Background: an optimization exercise with open tools, aiming at a short achievable clock period and few clock cycles per item. Do not read the settings as production practice. Function was checked by simulation only, so behaviour that the tests miss may differ from the original. Power is estimated from default activity; no workload was simulated.

<file path="flow/run.sh">
#!/bin/bash
# synth_recipe.tcl (not shown) runs the flow's synth.tcl, then flattens the netlist and writes it again
# the make line also repeats each setting of config.mk as NAME=value (left out here)
make -C /OpenROAD-flow-scripts/flow DESIGN_CONFIG=/design/flow/config.mk WORK_HOME=/design/flow/orfs CLKGATE_MAP_FILE= SYNTH_SCRIPT=/design/flow/synth_recipe.tcl finish
</file>
<file path="flow/config.mk">
export PLATFORM = sky130hd
export DESIGN_NAME = pipeline_cpu
export DESIGN_NICKNAME = pipeline_cpu
export VERILOG_FILES = /design/flow/design.v
export SDC_FILE = /design/flow/constraint.sdc
export NUM_CORES = 4
export LEC_CHECK = 0
export CAP_MARGIN = 20
export CELL_PAD_IN_SITES_DETAIL_PLACEMENT = 1
export CORE_MARGIN = 2
export CORE_UTILIZATION = 40
export PLACE_DENSITY = 0.45
export SLEW_MARGIN = 20
</file>
<file path="flow/constraint.sdc">
create_clock -name core_clock -period 8.5 [get_ports {clock}]
set_input_delay 1.7000 -clock core_clock [delete_from_list [all_inputs] [get_ports {clock}]]
set_output_delay 1.7000 -clock core_clock [all_outputs]
set_load 0.01 [all_outputs]
</file>
<file path="flow/design.v">
package cpu_pkg;
    typedef logic [32-1:0]       word_t;
    typedef logic [5-1:0] reg_addr_t;
    typedef enum logic [4:0] {
        OP_RTYPE = 5'b00000,
        OP_J     = 5'b00001,
        OP_BNE   = 5'b00010,
        OP_ADDI  = 5'b00101,
        OP_BLT   = 5'b00110,
        OP_SW    = 5'b00111,
        OP_LW    = 5'b01000
    } opcode_e;
    typedef enum logic [4:0] {
        ALU_ADD = 5'd0,
        ALU_SUB = 5'd1,
        ALU_AND = 5'd2,
        ALU_OR  = 5'd3,
        ALU_SLL = 5'd4,
        ALU_SRA = 5'd5
    } alu_op_e;
    typedef enum logic [1:0] {
        FWD_NONE = 2'd0,
        FWD_MEM  = 2'd1,
        FWD_WB   = 2'd2
    } forward_sel_e;
endpackage
`timescale 1ns/100ps
module reg_file (
    input  logic      clock,
    input  logic      rst_n,
    input  cpu_pkg::reg_addr_t rs_addr,
    input  cpu_pkg::reg_addr_t rt_addr,
    output cpu_pkg::word_t     rs_data,
    output cpu_pkg::word_t     rt_data,
    input  logic      wb_en,
    input  cpu_pkg::reg_addr_t wb_addr,
    input  cpu_pkg::word_t     wb_data
);
    cpu_pkg::word_t regs [32];
    logic  wr_valid;
    assign wr_valid = wb_en && (wb_addr != '0);
    always_ff @(posedge clock or negedge rst_n) begin
        if (!rst_n) begin
            for (int i = 0; i < 32; i++) begin
                regs[i] <= '0;
            end
        end else if (wr_valid) begin
            regs[wb_addr] <= wb_data;
        end
    end
    assign rs_data = (wr_valid && wb_addr == rs_addr) ? wb_data : regs[rs_addr];
    assign rt_data = (wr_valid && wb_addr == rt_addr) ? wb_data : regs[rt_addr];
endmodule
`timescale 1ns/100ps
module fetch_stage (
    input  logic  clock,
    input  logic  rst_n,
    input  logic  stall,
    input  logic  redirect,
    input  cpu_pkg::word_t redirect_pc,
    input  cpu_pkg::word_t q_imem,
    output cpu_pkg::word_t address_imem,
    output cpu_pkg::word_t fd_pc,
    output cpu_pkg::word_t fd_ir
);
    cpu_pkg::word_t pc;
    assign address_imem = pc;
    always_ff @(posedge clock or negedge rst_n) begin
        if (!rst_n) begin
            pc    <= '0;
            fd_pc <= '0;
            fd_ir <= 32'h0000_0000;
        end else if (redirect) begin
            pc    <= redirect_pc;
            fd_pc <= '0;
            fd_ir <= 32'h0000_0000;
        end else if (!stall) begin
            pc    <= pc + cpu_pkg::word_t'(1);
            fd_pc <= pc;
            fd_ir <= q_imem;
        end
    end
endmodule
`timescale 1ns/100ps
module decode_stage (
    input  logic      clock,
    input  logic      rst_n,
    input  logic      stall,
    input  logic      redirect,
    input  cpu_pkg::word_t     fd_pc,
    input  cpu_pkg::word_t     fd_ir,
    input  logic      wb_en,
    input  cpu_pkg::reg_addr_t wb_addr,
    input  cpu_pkg::word_t     wb_data,
    output cpu_pkg::word_t     dx_pc,
    output cpu_pkg::word_t     dx_ir,
    output cpu_pkg::word_t     dx_a,
    output cpu_pkg::word_t     dx_b
);
    cpu_pkg::opcode_e   opcode;
    cpu_pkg::reg_addr_t rs_addr;
    cpu_pkg::reg_addr_t b_addr;
    cpu_pkg::word_t     rs_data;
    cpu_pkg::word_t     b_data;
    assign opcode  = cpu_pkg::opcode_e'(fd_ir[31:27]);
    assign rs_addr = fd_ir[17 +: 5];
    assign b_addr = (opcode == cpu_pkg::OP_RTYPE) ? fd_ir[12 +: 5]
                                         : fd_ir[22 +: 5];
    reg_file reg_file_inst (
        .clock   (clock),
        .rst_n   (rst_n),
        .rs_addr (rs_addr),
        .rt_addr (b_addr),
        .rs_data (rs_data),
        .rt_data (b_data),
        .wb_en   (wb_en),
        .wb_addr (wb_addr),
        .wb_data (wb_data)
    );
    always_ff @(posedge clock or negedge rst_n) begin
        if (!rst_n) begin
            dx_pc <= '0;
            dx_ir <= 32'h0000_0000;
            dx_a  <= '0;
            dx_b  <= '0;
        end else if (stall || redirect) begin
            dx_pc <= '0;
            dx_ir <= 32'h0000_0000;
            dx_a  <= '0;
            dx_b  <= '0;
        end else begin
            dx_pc <= fd_pc;
            dx_ir <= fd_ir;
            dx_a  <= rs_data;
            dx_b  <= b_data;
        end
    end
endmodule
`timescale 1ns/100ps
module execute_stage (
    input  logic         clock,
    input  logic         rst_n,
    input  cpu_pkg::word_t        dx_pc,
    input  cpu_pkg::word_t        dx_ir,
    input  cpu_pkg::word_t        dx_a,
    input  cpu_pkg::word_t        dx_b,
    input  cpu_pkg::forward_sel_e fwd_a,
    input  cpu_pkg::forward_sel_e fwd_b,
    input  cpu_pkg::word_t        wb_data,
    output logic         redirect,
    output cpu_pkg::word_t        redirect_pc,
    output cpu_pkg::word_t        xm_ir,
    output cpu_pkg::word_t        xm_result,
    output cpu_pkg::word_t        xm_store_data
);
    cpu_pkg::opcode_e                       opcode;
    cpu_pkg::alu_op_e                       alu_op;
    logic [$clog2(32)-1:0]  shamt;
    cpu_pkg::word_t                         imm;
    cpu_pkg::word_t                         jump_target;
    cpu_pkg::word_t                         op_a;
    cpu_pkg::word_t                         op_b;
    cpu_pkg::word_t                         alu_result;
    logic                          branch_taken;
    assign opcode = cpu_pkg::opcode_e'(dx_ir[31:27]);
    assign alu_op = cpu_pkg::alu_op_e'(dx_ir[2 +: 5]);
    assign shamt  = dx_ir[7 +: $clog2(32)];
    assign imm    = {{(32 - 17){dx_ir[17-1]}}, dx_ir[17-1:0]};
    assign jump_target = {{(32 - 27){1'b0}}, dx_ir[27-1:0]};
    assign op_a = (fwd_a == cpu_pkg::FWD_MEM) ? xm_result :
                  (fwd_a == cpu_pkg::FWD_WB)  ? wb_data   : dx_a;
    assign op_b = (fwd_b == cpu_pkg::FWD_MEM) ? xm_result :
                  (fwd_b == cpu_pkg::FWD_WB)  ? wb_data   : dx_b;
    always_comb begin
        alu_result = op_a + imm;
        if (opcode == cpu_pkg::OP_RTYPE) begin
            case (alu_op)
                cpu_pkg::ALU_ADD: alu_result = op_a + op_b;
                cpu_pkg::ALU_SUB: alu_result = op_a - op_b;
                cpu_pkg::ALU_AND: alu_result = op_a & op_b;
                cpu_pkg::ALU_OR:  alu_result = op_a | op_b;
                cpu_pkg::ALU_SLL: alu_result = op_a << shamt;
                cpu_pkg::ALU_SRA: alu_result = cpu_pkg::word_t'($signed(op_a) >>> shamt);
                default: alu_result = '0;
            endcase
        end
    end
    assign branch_taken = ((opcode == cpu_pkg::OP_BNE) && (op_b != op_a)) ||
                          ((opcode == cpu_pkg::OP_BLT) && ($signed(op_b) < $signed(op_a)));
    assign redirect    = branch_taken || (opcode == cpu_pkg::OP_J);
    assign redirect_pc = (opcode == cpu_pkg::OP_J) ? jump_target : dx_pc + cpu_pkg::word_t'(1) + imm;
    always_ff @(posedge clock or negedge rst_n) begin
        if (!rst_n) begin
            xm_ir         <= 32'h0000_0000;
            xm_result     <= '0;
            xm_store_data <= '0;
        end else begin
            xm_ir         <= dx_ir;
            xm_result     <= alu_result;
            xm_store_data <= op_b;
        end
    end
endmodule
`timescale 1ns/100ps
module hazard_unit (
    input  cpu_pkg::word_t        fd_ir,
    input  cpu_pkg::word_t        dx_ir,
    input  cpu_pkg::word_t        xm_ir,
    input  cpu_pkg::reg_addr_t    mw_rd,
    input  logic         wb_en,
    output cpu_pkg::forward_sel_e fwd_a,
    output cpu_pkg::forward_sel_e fwd_b,
    output logic         stall
);
    cpu_pkg::opcode_e   fd_op;
    cpu_pkg::opcode_e   dx_op;
    cpu_pkg::opcode_e   xm_op;
    cpu_pkg::reg_addr_t dx_rd;
    cpu_pkg::reg_addr_t xm_rd;
    logic      xm_writes;
    assign fd_op = cpu_pkg::opcode_e'(fd_ir[31:27]);
    assign dx_op = cpu_pkg::opcode_e'(dx_ir[31:27]);
    assign xm_op = cpu_pkg::opcode_e'(xm_ir[31:27]);
    assign dx_rd = dx_ir[22 +: 5];
    assign xm_rd = xm_ir[22 +: 5];
    assign xm_writes = (xm_op == cpu_pkg::OP_RTYPE) || (xm_op == cpu_pkg::OP_ADDI);
    function automatic logic [5-1:0] b_reg(input logic [32-1:0] ir);
        if (ir[31:27] == cpu_pkg::OP_RTYPE) begin
            b_reg = ir[12 +: 5];
        end else begin
            b_reg = ir[22 +: 5];
        end
    endfunction
    function automatic logic [1:0] pick(input logic [5-1:0] src,
                                        input logic mem_hit_ok,
                                        input logic [5-1:0] mem_rd,
                                        input logic wb_ok,
                                        input logic [5-1:0] wb_rd);
        if (mem_hit_ok && mem_rd != '0 && mem_rd == src) begin
            pick = cpu_pkg::FWD_MEM;
        end else if (wb_ok && wb_rd != '0 && wb_rd == src) begin
            pick = cpu_pkg::FWD_WB;
        end else begin
            pick = cpu_pkg::FWD_NONE;
        end
    endfunction
    assign fwd_a = cpu_pkg::forward_sel_e'(pick(dx_ir[17 +: 5], xm_writes, xm_rd, wb_en, mw_rd));
    assign fwd_b = cpu_pkg::forward_sel_e'(pick(b_reg(dx_ir), xm_writes, xm_rd, wb_en, mw_rd));
    always_comb begin
        stall = 1'b0;
        if (dx_op == cpu_pkg::OP_LW && dx_rd != '0) begin
            if (fd_op != cpu_pkg::OP_J && fd_ir[17 +: 5] == dx_rd) begin
                stall = 1'b1;
            end
            if ((fd_op == cpu_pkg::OP_RTYPE || fd_op == cpu_pkg::OP_SW ||
                 fd_op == cpu_pkg::OP_BNE || fd_op == cpu_pkg::OP_BLT) &&
                b_reg(fd_ir) == dx_rd) begin
                stall = 1'b1;
            end
        end
    end
endmodule
`timescale 1ns/100ps
module mem_wb_stage (
    input  logic      clock,
    input  logic      rst_n,
    input  cpu_pkg::word_t     xm_ir,
    input  cpu_pkg::word_t     xm_result,
    input  cpu_pkg::word_t     xm_store_data,
    input  cpu_pkg::word_t     q_dmem,
    output cpu_pkg::word_t     address_dmem,
    output cpu_pkg::word_t     data,
    output logic      wren,
    output cpu_pkg::reg_addr_t mw_rd,
    output logic      wb_en,
    output cpu_pkg::reg_addr_t wb_addr,
    output cpu_pkg::word_t     wb_data
);
    cpu_pkg::word_t   mw_ir;
    cpu_pkg::word_t   mw_result;
    cpu_pkg::word_t   mw_load;
    cpu_pkg::opcode_e mw_op;
    assign address_dmem = xm_result;
    assign data         = xm_store_data;
    assign wren         = (xm_ir[31:27] == cpu_pkg::OP_SW);
    always_ff @(posedge clock or negedge rst_n) begin
        if (!rst_n) begin
            mw_ir     <= 32'h0000_0000;
            mw_result <= '0;
            mw_load   <= '0;
        end else begin
            mw_ir     <= xm_ir;
            mw_result <= xm_result;
            mw_load   <= q_dmem;
        end
    end
    assign mw_op   = cpu_pkg::opcode_e'(mw_ir[31:27]);
    assign mw_rd   = mw_ir[22 +: 5];
    assign wb_addr = mw_rd;
    assign wb_en   = (mw_op == cpu_pkg::OP_RTYPE) || (mw_op == cpu_pkg::OP_ADDI) || (mw_op == cpu_pkg::OP_LW);
    assign wb_data = (mw_op == cpu_pkg::OP_LW) ? mw_load : mw_result;
endmodule
`timescale 1ns/100ps
module pipeline_cpu (
    input  logic  clock,
    input  logic  rst_n,
    output cpu_pkg::word_t address_imem,
    input  cpu_pkg::word_t q_imem,
    output cpu_pkg::word_t address_dmem,
    output cpu_pkg::word_t data,
    output logic  wren,
    input  cpu_pkg::word_t q_dmem
);
    cpu_pkg::word_t        fd_pc, fd_ir;
    cpu_pkg::word_t        dx_pc, dx_ir, dx_a, dx_b;
    cpu_pkg::word_t        xm_ir, xm_result, xm_store_data;
    cpu_pkg::word_t        redirect_pc, wb_data;
    cpu_pkg::reg_addr_t    mw_rd, wb_addr;
    logic         stall, redirect, wb_en;
    cpu_pkg::forward_sel_e fwd_a, fwd_b;
    fetch_stage fetch_stage_inst (
        .clock (clock), .rst_n (rst_n), .stall (stall), .redirect (redirect),
        .redirect_pc (redirect_pc), .q_imem (q_imem), .address_imem (address_imem),
        .fd_pc (fd_pc), .fd_ir (fd_ir)
    );
    decode_stage decode_stage_inst (
        .clock (clock), .rst_n (rst_n), .stall (stall), .redirect (redirect),
        .fd_pc (fd_pc), .fd_ir (fd_ir), .wb_en (wb_en), .wb_addr (wb_addr),
        .wb_data (wb_data), .dx_pc (dx_pc), .dx_ir (dx_ir), .dx_a (dx_a), .dx_b (dx_b)
    );
    execute_stage execute_stage_inst (
        .clock (clock), .rst_n (rst_n), .dx_pc (dx_pc), .dx_ir (dx_ir),
        .dx_a (dx_a), .dx_b (dx_b), .fwd_a (fwd_a), .fwd_b (fwd_b),
        .wb_data (wb_data), .redirect (redirect), .redirect_pc (redirect_pc),
        .xm_ir (xm_ir), .xm_result (xm_result), .xm_store_data (xm_store_data)
    );
    hazard_unit hazard_unit_inst (
        .fd_ir (fd_ir), .dx_ir (dx_ir), .xm_ir (xm_ir), .mw_rd (mw_rd),
        .wb_en (wb_en), .fwd_a (fwd_a), .fwd_b (fwd_b), .stall (stall)
    );
    mem_wb_stage mem_wb_stage_inst (
        .clock (clock), .rst_n (rst_n), .xm_ir (xm_ir), .xm_result (xm_result),
        .xm_store_data (xm_store_data), .q_dmem (q_dmem),
        .address_dmem (address_dmem), .data (data), .wren (wren), .mw_rd (mw_rd),
        .wb_en (wb_en), .wb_addr (wb_addr), .wb_data (wb_data)
    );
endmodule
</file>
==> run notes <==
## metrics by stage
step	total power [mW]	util, %	instance area (um2)	setup slack [ns]	std cells
final	35.26	46.28	85640	0.8422	10590
after global routing	36.76	46.26	85600	0.3680	10580
after floorplan	19.84	-	74330	2.103	8071
after detailed placement	26.99	43.10	79760	1.103	10270
after CTS	34.74	46.23	85540	1.071	10570
after global placement	26.64	43.09	79730	1.349	10270
## logic make-up (layout without fill, tap and decap cells)
group                      after synthesis  count (layout)  synth area share (%)
AOI/OAI and AO/OA                     2901            2901                 25.43
buffers and inverters                  854             880                 4.421
and+or+nand+nor                       2324            2324                 13.78
DFF                                   1396            1396                 47.00
other                                    0              14                     0
adders and majority gates              194             194                 3.296
muxes                                  250             250                 4.281
xor gates and xnor gates               152             152                 1.791
## final cells by class
class / instances / area [um2]
Clock buffer: 247 / 4938
Sequential cell: 1396 / 34940
Clock inverter: 59 / 838.3
Antenna cell: 14 / 35.03
Multi-Input combinational cell: 5821 / 37360
Tap cell: 2480 / 3103
Fill cell: 20750 / 99400
Inverter: 137 / 519.2
Timing Repair Buffer: 437 / 3899
## cells in the final DEF (no fill, tap or decap), types with 56 or more instances in the layout
cell             count
a21oi_1            817
a221oi_1           265
a22o_1             224
a22oi_1            461
and2_1              72
buf_4              259
clkbuf_16          175
clkdlybuf4s50_1    161
dfrtp_1           1390
ha_1               191
inv_1              130
mux2_2              56
mux2i_1            111
nand2_1            810
nand3_1            111
nand4_1            163
nor2_1             801
nor2_4              71
nor3_1              75
o21ai_0            671
xnor2_1            104
## final timing paths
path                                                                                 to  slack [ns]  depth (start not counted)
worst max-delay path                         execute_stage_inst.xm_result[29]$_DFF_PN0_        0.84                         24
worst min-delay path            decode_stage_inst.reg_file_inst.regs[0][16]$_DFFE_PN0P_        0.41                          0
worst max register to register               execute_stage_inst.xm_result[29]$_DFF_PN0_        0.84                         24
worst min register to register  decode_stage_inst.reg_file_inst.regs[0][16]$_DFFE_PN0P_        0.41                          0
max in group asynchronous                        mem_wb_stage_inst.mw_load[1]$_DFF_PN0_        5.51                          3
min in group asynchronous       decode_stage_inst.reg_file_inst.regs[1][29]$_DFFE_PN0P_        0.88                          1
## sequential cells by signal, summed over array words and instances, names as in the netlist, 32 cells and up
register / flops
fetch_stage_inst.fd_ir: 32
fetch_stage_inst.pc: 32
decode_stage_inst.dx_a: 32
decode_stage_inst.dx_pc: 32
fetch_stage_inst.fd_pc: 32
decode_stage_inst.reg_file_inst.regs: 1024
execute_stage_inst.xm_result: 32
mem_wb_stage_inst.mw_result: 32
decode_stage_inst.dx_b: 32
execute_stage_inst.xm_store_data: 32
mem_wb_stage_inst.mw_load: 32
decode_stage_inst.dx_ir: 32
## power groups by stage
stage                     clock [mW]  sequential [mW]  combinational (mW)
after floorplan                    0             10.8                9.08
after global placement             0             12.0                14.7
after detailed placement           0             12.0                15.0
after CTS                       7.77             11.9                15.0
after global routing            8.02             12.3                16.5
final                           7.72             12.0                15.5
## routing by layer
metal | part of all wire, % | vias up | routed length, um | global-route usage (%)
li1 | - | 29400 | - | -
met1 | 41 | 37390 | 168600 | 57.80
met2 | 41 | 4669 | 169400 | 60.46
met3 | 11 | 1311 | 46830 | 13.24
met4 | 6.7 | 28 | 27560 | 23.28
met5 | 0.069 | - | 283 | 0.1764
## critical path, cell delays in order, from the launching register on
cell and delay, ns:
dfrtp_1 0.43, nor2_1 0.54, o2111ai_1 0.27, o211ai_1 0.30, o2111a_1 0.63, nand2_2 0.67
o311ai_1 0.77, inv_1 0.22, nand4_4 0.19, nor3_4 0.09, a21oi_1 0.22, xnor2_1 0.11
ha_1 0.38, a21oi_1 0.17, o21ai_0 0.14, a21o_1 0.21, and2_1 0.19, a221oi_1 0.29
o21ai_0 0.27, a221o_1 0.48, a21oi_1 0.29, xor2_1 0.22, o221ai_1 0.13, a21oi_1 0.20
o22ai_1 0.10
==> impl_metrics.py <==
metrics = {
    "outcome": {
        "run_status": "no timing/DRC/antenna violations",
    },
    "clock_network": {
        "clock_latency_ns": 0.85,
        "cts-root-buf": "clkbuf_16",
        "cts_setup_buffers": 0,
        "cts.sinks": 1396,
        "cts_hold_buffers": 0,
        "cts_resized": 0,
        "path_clk_slew_ns": 0.06,
        "cts_tree": "built",
        "clock_path_buffers": 3,
        "ctsHtreeMaxLevel": 4,
        "numCtsBuffers": 166,
    },
    "sta": {
        "fin_crit_sh_pct": 90.09,
        "tns_ns": 0,
        "slew_viol_final": 0,
        "timing.fmax_mhz": 130.6,
        "hold_slack_ns": 0.4094,
        "period_minus_slack_ns": 7.658,
        "fin_skew_ns": 0.04740,
        "finalSetupViolCount": 0,
        "rsz0062_at_grt": "no",
        "finalHoldViolations": 0,
        "tightest_slew_ns": 1.293,
        "slew_headroom_pct": 13.43,
    },
    "synthesis": {
        "synth_cells": 8071,
        "syn-num-nets": 8331,
        "yosysSeqAreaShare_pct": 47.00,
        "syn_area_per_cell_um2": 9.209,
        "synth_warnings": 7,
        "synthFlopType": "dfrtp_1",
        "synth_edf_count": 0,
        "synth-seq-cells": 1396,
        "yosysMostFrequentCell": "dfrtp_1",
        "yosysTopAreaCell": "dfrtp_1",
        "synth_top_cells_by_count": "1396 x dfrtp_1, 872 x nor2_1, 819 x nand2_1",
        "synth.area.top_cells": "dfrtp_1 47%, a21oi_1 5.5%, a22oi_1 4.7%",
        "synth_cell_types": 96,
        "async_flop_share_pct": 100.0,
        "yosysTopAreaCellShare_pct": 47.00,
        "synth_area_um2": 74330,
    },
    "pwr": {
        "combPwrFrac_pct": 44.0,
        "seqPwrFrac_pct": 34.1,
        "vdd.ir_drop.worst_uv": 237.1,
        "power_density_nw_per_um2": 411.7,
        "swShare_pct": 46.38,
        "p_leak_nw": 36.58,
        "intPower_mw": 18.90,
        "clkPwrFrac_pct": 21.9,
        "power.switching_mw": 16.35,
    },
    "die": {
        "dieArea_um2": 189300,
        "row_count": 158,
        "die_w_um": 435.1,
        "die-height_um": 435.1,
        "start_util_pct": 40.17,
        "core_um2": 185000,
        "ios": 163,
    },
    "route": {
        "drcViolationCount": 0,
        "wl_mm": 412.7,
        "first_pass_iters": 9,
        "ant_nets": 0,
        "wire_per_inst_um": 38.97,
        "vias": 72800,
        "drt-initial-drc-count": 10170,
        "viasPerCell": 6.874,
    },
    "critical_path": {
        "reg2reg_from": "decode_stage_inst.dx_ir[30]$_DFF_PN0_",
        "startpoint_type": "flop",
        "crit_path_end_kind": "flop",
        "cp_max_fo": 36,
        "crit_type": "flop to flop",
        "worstSetupStartpoint": "decode_stage_inst.dx_ir[30]$_DFF_PN0_",
        "worstPathArrival_ns": 8.36,
        "cp_data_required_time_ns": 9.20,
    },
    "global_route": {
        "grt_first_pass_wirelength_mm": 575.8,
        "overflow": 0,
        "grt_start_max_net_pins": 148,
        "antenna_found_initial": 26,
        "grt_usage_pct": 42.66,
        "grt_pass1_vias": 72170,
    },
    "place": {
        "gp_congestion": 0.9626,
        "port_buffers": 162,
        "dpl.hpwl_mm": 257.2,
    },
    "hold_path": {
        "hold_class": "flop to flop",
        "min_from": "decode_stage_inst.reg_file_inst.regs[0][16]$_DFFE_PN0P_",
    },
    "final_layout": {
        "layout-drive-gt1-share_pct": 10.53,
        "nets": 8219,
        "syn_to_final_growth_pct": 15.22,
    },
    "flow_run": {
        "max-cap-violations": 0,
    },
}
Testbench counts, summed over its fixed seeds: cycles 91,692, instrs 69,073.

[afterwards: timing with drivers on the ports]
The results above use ideal ports. As a check the final layout listed here was re-extracted and re-timed, cells and wires unchanged.
Step 1 (the two cells are an assumption about what drives the block):
set clk [get_ports {clock}]
set_driving_cell -lib_cell sky130_fd_sc_hd__clkbuf_16 $clk
set_driving_cell -lib_cell sky130_fd_sc_hd__buf_2 [delete_from_list [all_inputs] $clk]
Step 2 adds t to the input delays and takes it off the output delays; t is the mean of the earliest and latest rising clock arrival at the registers after step 1. Input paths then give back, and output paths get back, about the clock's delay inside the block.
Three values: no drivers, after step 1, after step 2; two values: the first two.
shift t [ns]: 0.929
setup slack, ns: 0.842 / 0.842 / 0.842
worst hold slack (ns): 0.409 / 0.409 / 0.409
latest minus earliest clock arrival (ns): 0.053 / 0.053
After both steps setup and hold are still met in this run. The setup slack of this run moves by 0.000 ns with the drivers and by 0.000 ns with both steps.
